Context: an optimization exercise on an open-source flow, tuned for small area, a short achievable clock period and few clock cycles per item. The choices shown serve that exercise and are no tape-out recipe.

==> violet <==
==> flow/design.v <==
module cordic_engine #(
  parameter int WIDTH       = 16,
  parameter int ANGLE_WIDTH = 16,
  parameter int STAGES      = 14,
  parameter int GUARD       = 2,
  parameter int TAG_WIDTH   = 8
) (
  input  logic                   clock,
  input  logic                   reset,
  input  logic                   in_valid,
  output logic                   in_ready,
  input  logic                   mode_in,
  input  logic signed [WIDTH-1:0] x_in,
  input  logic signed [WIDTH-1:0] y_in,
  input  logic [ANGLE_WIDTH-1:0] angle_in,
  input  logic [TAG_WIDTH-1:0]   tag_in,
  output logic                   out_valid,
  input  logic                   out_ready,
  output logic signed [WIDTH+1:0] x_out,
  output logic signed [WIDTH+1:0] y_out,
  output logic [ANGLE_WIDTH-1:0] angle_out,
  output logic                   mode_out,
  output logic [TAG_WIDTH-1:0]   tag_out
);
  localparam int IW = WIDTH + 2 + GUARD;
  localparam int AW = ANGLE_WIDTH;
  localparam logic [AW-1:0] HALF = {1'b1, {(AW-1){1'b0}}};
  function automatic logic [AW-1:0] atan_lut(input int i);
    logic [32:0] a;
    logic [32:0] r;
    case (i)
      0:  a = 33'h20000000;
      1:  a = 33'h12E4051E;
      2:  a = 33'h09FB385B;
      3:  a = 33'h051111D4;
      4:  a = 33'h028B0D43;
      5:  a = 33'h0145D7E1;
      6:  a = 33'h00A2F61E;
      7:  a = 33'h00517C55;
      8:  a = 33'h0028BE53;
      9:  a = 33'h00145F2F;
      10: a = 33'h000A2F98;
      11: a = 33'h000517CC;
      12: a = 33'h00028BE6;
      13: a = 33'h000145F3;
      14: a = 33'h0000A2FA;
      15: a = 33'h0000517D;
      16: a = 33'h000028BE;
      17: a = 33'h0000145F;
      18: a = 33'h00000A30;
      19: a = 33'h00000518;
      20: a = 33'h0000028C;
      21: a = 33'h00000146;
      22: a = 33'h000000A3;
      23: a = 33'h00000051;
      24: a = 33'h00000029;
      25: a = 33'h00000014;
      26: a = 33'h0000000A;
      27: a = 33'h00000005;
      28: a = 33'h00000003;
      29: a = 33'h00000001;
      30: a = 33'h00000001;
      default: a = 33'h0;
    endcase
    r = (a + ((33'd1 << 32) >> (AW + 1))) >> (32 - AW);
    atan_lut = r[AW-1:0];
  endfunction
  logic                 v  [0:STAGES];
  logic                 m  [0:STAGES];
  logic signed [IW-1:0] xs [0:STAGES];
  logic signed [IW-1:0] ys [0:STAGES];
  logic [AW-1:0]        zs [0:STAGES];
  logic [TAG_WIDTH-1:0] ts [0:STAGES];
  logic advance;
  assign out_valid = v[STAGES];
  assign advance   = ~v[STAGES] | out_ready;
  assign in_ready  = advance;
  logic signed [IW-1:0] x_ext;
  logic signed [IW-1:0] y_ext;
  logic signed [IW-1:0] x_pre;
  logic signed [IW-1:0] y_pre;
  logic [AW-1:0]        z_pre;
  logic                 flip;
  always_comb begin
    x_ext = {{(IW-WIDTH){x_in[WIDTH-1]}}, x_in} <<< GUARD;
    y_ext = {{(IW-WIDTH){y_in[WIDTH-1]}}, y_in} <<< GUARD;
    if (mode_in) begin
      flip = x_in[WIDTH-1];
    end else begin
      flip = angle_in[AW-1] ^ angle_in[AW-2];
    end
    x_pre = flip ? -x_ext : x_ext;
    y_pre = flip ? -y_ext : y_ext;
    if (mode_in) begin
      z_pre = flip ? HALF : '0;
    end else begin
      z_pre = flip ? angle_in + HALF : angle_in;
    end
  end
  always_ff @(posedge clock or posedge reset) begin
    if (reset) begin
      v[0]  <= 1'b0;
      m[0]  <= 1'b0;
      xs[0] <= '0;
      ys[0] <= '0;
      zs[0] <= '0;
      ts[0] <= '0;
    end else if (advance) begin
      v[0]  <= in_valid;
      m[0]  <= mode_in;
      xs[0] <= x_pre;
      ys[0] <= y_pre;
      zs[0] <= z_pre;
      ts[0] <= tag_in;
    end
  end
  for (genvar k = 1; k <= STAGES; k++) begin : g_iter
    localparam int I = k - 1;
    localparam logic [AW-1:0] ATAN = atan_lut(I);
    logic signed [IW-1:0] xsh;
    logic signed [IW-1:0] ysh;
    logic signed [IW-1:0] xn;
    logic signed [IW-1:0] yn;
    logic [AW-1:0]        zn;
    logic                 dpos;
    always_comb begin
      xsh  = xs[k-1] >>> I;
      ysh  = ys[k-1] >>> I;
      dpos = m[k-1] ? ys[k-1][IW-1] : ~zs[k-1][AW-1];
      if (dpos) begin
        xn = xs[k-1] - ysh;
        yn = ys[k-1] + xsh;
        zn = zs[k-1] - ATAN;
      end else begin
        xn = xs[k-1] + ysh;
        yn = ys[k-1] - xsh;
        zn = zs[k-1] + ATAN;
      end
    end
    always_ff @(posedge clock or posedge reset) begin
      if (reset) begin
        v[k]  <= 1'b0;
        m[k]  <= 1'b0;
        xs[k] <= '0;
        ys[k] <= '0;
        zs[k] <= '0;
        ts[k] <= '0;
      end else if (advance) begin
        v[k]  <= v[k-1];
        m[k]  <= m[k-1];
        xs[k] <= xn;
        ys[k] <= yn;
        zs[k] <= zn;
        ts[k] <= ts[k-1];
      end
    end
  end
  assign x_out     = xs[STAGES][IW-1:GUARD];
  assign y_out     = ys[STAGES][IW-1:GUARD];
  assign angle_out = zs[STAGES];
  assign mode_out  = m[STAGES];
  assign tag_out   = ts[STAGES];
  if (GUARD > 0) begin : g_guard
    logic unused_guard;
    assign unused_guard = ^{xs[STAGES][GUARD-1:0], ys[STAGES][GUARD-1:0]};
  end
endmodule
==> flow/run.sh <==
#!/bin/bash
# synth_recipe.tcl (not shown) runs the flow's synth.tcl, then flattens the netlist and writes it again
# the make line also repeats each setting of config.mk as NAME=value (left out here)
make -C /OpenROAD-flow-scripts/flow DESIGN_CONFIG=/design/flow/config.mk WORK_HOME=/design/flow/orfs CLKGATE_MAP_FILE= SYNTH_SCRIPT=/design/flow/synth_recipe.tcl finish
==> flow/config.mk <==
export PLATFORM = sky130hd
export DESIGN_NAME = cordic_engine
export DESIGN_NICKNAME = cordic_engine
export VERILOG_FILES = /design/flow/design.v
export SDC_FILE = /design/flow/constraint.sdc
export NUM_CORES = 4
export LEC_CHECK = 0
export CAP_MARGIN = 20
export CORE_MARGIN = 2
export CORE_UTILIZATION = 45
export PLACE_DENSITY = 0.6
export SLEW_MARGIN = 20
==> flow/constraint.sdc <==
create_clock -name core_clock -period 5.0 [get_ports {clock}]
set_input_delay 1.0000 -clock core_clock [delete_from_list [all_inputs] [get_ports {clock}]]
set_output_delay 1.0000 -clock core_clock [all_outputs]
set_load 0.01 [all_outputs]
==> onyx: changes against violet <==
==> flow/design.v (replaced) <==
module cordic_engine #(
  parameter int WIDTH       = 16,
  parameter int ANGLE_WIDTH = 16,
  parameter int STAGES      = 14,
  parameter int GUARD       = 2,
  parameter int TAG_WIDTH   = 8
) (
  input  logic                   clock,
  input  logic                   reset,
  input  logic                   in_valid,
  output logic                   in_ready,
  input  logic                   mode_in,
  input  logic signed [WIDTH-1:0] x_in,
  input  logic signed [WIDTH-1:0] y_in,
  input  logic [ANGLE_WIDTH-1:0] angle_in,
  input  logic [TAG_WIDTH-1:0]   tag_in,
  output logic                   out_valid,
  input  logic                   out_ready,
  output logic signed [WIDTH+1:0] x_out,
  output logic signed [WIDTH+1:0] y_out,
  output logic [ANGLE_WIDTH-1:0] angle_out,
  output logic                   mode_out,
  output logic [TAG_WIDTH-1:0]   tag_out
);
  localparam int IW = WIDTH + 2 + GUARD;
  localparam int AW = ANGLE_WIDTH;
  localparam int OW = WIDTH + 2;
  localparam logic [AW-1:0] HALF = {1'b1, {(AW-1){1'b0}}};
  function automatic logic [AW-1:0] atan_lut(input int i);
    logic [32:0] a;
    logic [32:0] r;
    case (i)
      0:  a = 33'h20000000;
      1:  a = 33'h12E4051E;
      2:  a = 33'h09FB385B;
      3:  a = 33'h051111D4;
      4:  a = 33'h028B0D43;
      5:  a = 33'h0145D7E1;
      6:  a = 33'h00A2F61E;
      7:  a = 33'h00517C55;
      8:  a = 33'h0028BE53;
      9:  a = 33'h00145F2F;
      10: a = 33'h000A2F98;
      11: a = 33'h000517CC;
      12: a = 33'h00028BE6;
      13: a = 33'h000145F3;
      14: a = 33'h0000A2FA;
      15: a = 33'h0000517D;
      16: a = 33'h000028BE;
      17: a = 33'h0000145F;
      18: a = 33'h00000A30;
      19: a = 33'h00000518;
      20: a = 33'h0000028C;
      21: a = 33'h00000146;
      22: a = 33'h000000A3;
      23: a = 33'h00000051;
      24: a = 33'h00000029;
      25: a = 33'h00000014;
      26: a = 33'h0000000A;
      27: a = 33'h00000005;
      28: a = 33'h00000003;
      29: a = 33'h00000001;
      30: a = 33'h00000001;
      default: a = 33'h0;
    endcase
    r = (a + ((33'd1 << 32) >> (AW + 1))) >> (32 - AW);
    atan_lut = r[AW-1:0];
  endfunction
  function automatic int lo_bit(input int k);
    if (k <= 1)      lo_bit = GUARD;
    else if (k == 2) lo_bit = GUARD - 1;
    else             lo_bit = 0;
    if (lo_bit < 0) lo_bit = 0;
  endfunction
  function automatic int hi_bit(input int k);
    hi_bit = (k == 0) ? WIDTH + GUARD : IW - 1;
  endfunction
  logic en;                        
  logic v [0:STAGES];              
  logic kv;                        
  logic take;                      
  logic arrive;                    
  assign in_ready  = en;
  assign out_valid = v[STAGES];
  assign take      = ~v[STAGES] | out_ready;
  assign arrive    = en & v[STAGES-1];
  always_ff @(posedge clock or posedge reset) begin
    if (reset) begin
      en <= 1'b1;
      kv <= 1'b0;
      v[STAGES] <= 1'b0;
    end else begin
      if (take) v[STAGES] <= kv | arrive;
      kv <= take ? 1'b0 : (kv | arrive);
      en <= take | ~(kv | arrive);
    end
  end
  logic signed [IW-1:0] xs [0:STAGES];
  logic signed [IW-1:0] ys [0:STAGES];
  logic [AW-1:0]        zs [0:STAGES];
  logic                 m  [0:STAGES];
  logic [TAG_WIDTH-1:0] ts [0:STAGES];
  logic signed [IW-1:0] x_ext, y_ext, x_pre, y_pre;
  logic [AW-1:0]        z_pre;
  logic                 flip;
  always_comb begin
    x_ext = {{(IW-WIDTH){x_in[WIDTH-1]}}, x_in} <<< GUARD;
    y_ext = {{(IW-WIDTH){y_in[WIDTH-1]}}, y_in} <<< GUARD;
    flip  = mode_in ? x_in[WIDTH-1] : (angle_in[AW-1] ^ angle_in[AW-2]);
    x_pre = flip ? -x_ext : x_ext;
    y_pre = flip ? -y_ext : y_ext;
    if (mode_in) z_pre = flip ? HALF : '0;
    else         z_pre = flip ? angle_in + HALF : angle_in;
  end
  for (genvar k = 0; k <= STAGES; k++) begin : g_st
    localparam int LO = lo_bit(k);
    localparam int HI = hi_bit(k);
    logic signed [IW-1:0] xd, yd;    
    logic [AW-1:0]        zd;
    logic                 md;
    logic [TAG_WIDTH-1:0] td;
    logic                 ld;        
    logic [HI:LO]         xr, yr;
    logic [AW-1:0]        zr;
    logic                 mr;
    logic [TAG_WIDTH-1:0] tr;
    if (k == 0) begin : g_in
      assign xd = x_pre;
      assign yd = y_pre;
      assign zd = z_pre;
      assign md = mode_in;
      assign td = tag_in;
      assign ld = en;
      always_ff @(posedge clock or posedge reset) begin
        if (reset) v[0] <= 1'b0;
        else if (en) v[0] <= in_valid;
      end
    end else begin : g_it
      localparam int I = k - 1;
      localparam logic [AW-1:0] ATAN = atan_lut(I);
      localparam logic [AW-1:0] NATAN = -atan_lut(I);
      logic signed [IW-1:0] xsh, ysh;
      logic [IW:0]          xa, ya;
      logic                 d;
      logic [AW-1:0]        zn;
      always_comb begin
        xsh = xs[k-1] >>> I;
        ysh = ys[k-1] >>> I;
        d   = m[k-1] ? ys[k-1][IW-1] : ~zs[k-1][AW-1];
        xa  = {xs[k-1], 1'b1} + {ysh ^ {IW{d}}, d};
        ya  = {ys[k-1], 1'b1} + {xsh ^ {IW{~d}}, ~d};
        zn  = zs[k-1] + (d ? NATAN : ATAN);
      end
      if (k < STAGES) begin : g_mid
        assign xd = xa[IW:1];
        assign yd = ya[IW:1];
        assign zd = zn;
        assign md = m[k-1];
        assign td = ts[k-1];
        assign ld = en;
        always_ff @(posedge clock or posedge reset) begin
          if (reset) v[k] <= 1'b0;
          else if (en) v[k] <= v[k-1];
        end
      end else begin : g_out
        logic [OW-1:0]        kx, ky;
        logic [AW-1:0]        kz;
        logic                 km;
        logic [TAG_WIDTH-1:0] kt;
        always_ff @(posedge clock) begin
          if (~kv) begin
            kx <= xa[IW:GUARD+1];
            ky <= ya[IW:GUARD+1];
            kz <= zn;
            km <= m[k-1];
            kt <= ts[k-1];
          end
        end
        assign xd = kv ? {kx, {GUARD{1'b0}}} : xa[IW:1];
        assign yd = kv ? {ky, {GUARD{1'b0}}} : ya[IW:1];
        assign zd = kv ? kz : zn;
        assign md = kv ? km : m[k-1];
        assign td = kv ? kt : ts[k-1];
        assign ld = take;
      end
    end
    always_ff @(posedge clock) begin
      if (ld) begin
        xr <= xd[HI:LO];
        yr <= yd[HI:LO];
        zr <= zd;
        mr <= md;
        tr <= td;
      end
    end
    assign xs[k] = {{(IW-1-HI){xr[HI]}}, xr, {LO{1'b0}}};
    assign ys[k] = {{(IW-1-HI){yr[HI]}}, yr, {LO{1'b0}}};
    assign zs[k] = zr;
    assign m[k]  = mr;
    assign ts[k] = tr;
  end
  assign x_out     = xs[STAGES][IW-1:GUARD];
  assign y_out     = ys[STAGES][IW-1:GUARD];
  assign angle_out = zs[STAGES];
  assign mode_out  = m[STAGES];
  assign tag_out   = ts[STAGES];
endmodule
==> comparison <==
In violet the clock skew is lower than in onyx, by 0.018 ns.
Between violet and onyx, the lower setup slack is in onyx (gap 0.25 ns).
Against violet, the maximum frequency of onyx is smaller by 5.3%.
Of violet and onyx, violet has the higher global-route usage (gap 2.8 points).
==> figures <==
Worst Min Path Start: onyx g_st[10].zr[0]; violet ts[11][6]
Synthesized-area fraction occupied by ao, oa, aoi and oai cells: onyx 15.0%; violet 20.1%
Inverter count: onyx 233; violet 360
Result of the run: onyx timing/DRC/antenna clean; violet timing/DRC/antenna clean
Most common cell in the netlist: onyx sky130_fd_sc_hd__edfxtp_1; violet sky130_fd_sc_hd__nand2_1
Global-route wire length before repair: onyx 251000 µm; violet 323000 µm
Sequential cell area: onyx 30800 µm²; violet 24400 µm²
Diodes inserted: onyx 1; violet 0
Most common cell after layout, fill and taps aside: onyx sky130_fd_sc_hd__edfxtp_1; violet sky130_fd_sc_hd__nand2_1
Critical path fanouts, max: onyx 21; violet 12
Total met3 wirelength after detailed routing: onyx 5860 µm; violet 6220 µm
Function was not checked in any run of this note: the RTL went through the layout flow alone.

## afterwards: timing with drivers on the ports
How much do the figures lean on ideal ports? The routed layouts below were timed once more, with nothing changed but the port constraints. Step 1, drivers: a clkbuf_16 drives clock and a buf_2 each remaining input, both assumed. Step 2 moves the port delays by t, midway between the first and last clock arrival at a register: inputs arrive t later, outputs are due t later. That takes back most of the time a late clock gives input paths. Three values: no drivers, after step 1, after step 2; two values: the first two.
run	t, ns	setup WS [ns]	worst setup path at the end	worst data-port slew with drivers (ns)	cell pins on the clock port's net
violet	0.829	0.615 / 0.615 / 0.615	register to register	0.05	1
onyx	0.811	0.367 / 0.367 / 0.367	register to register	0.06	1
After both steps every run listed still meets setup and hold.
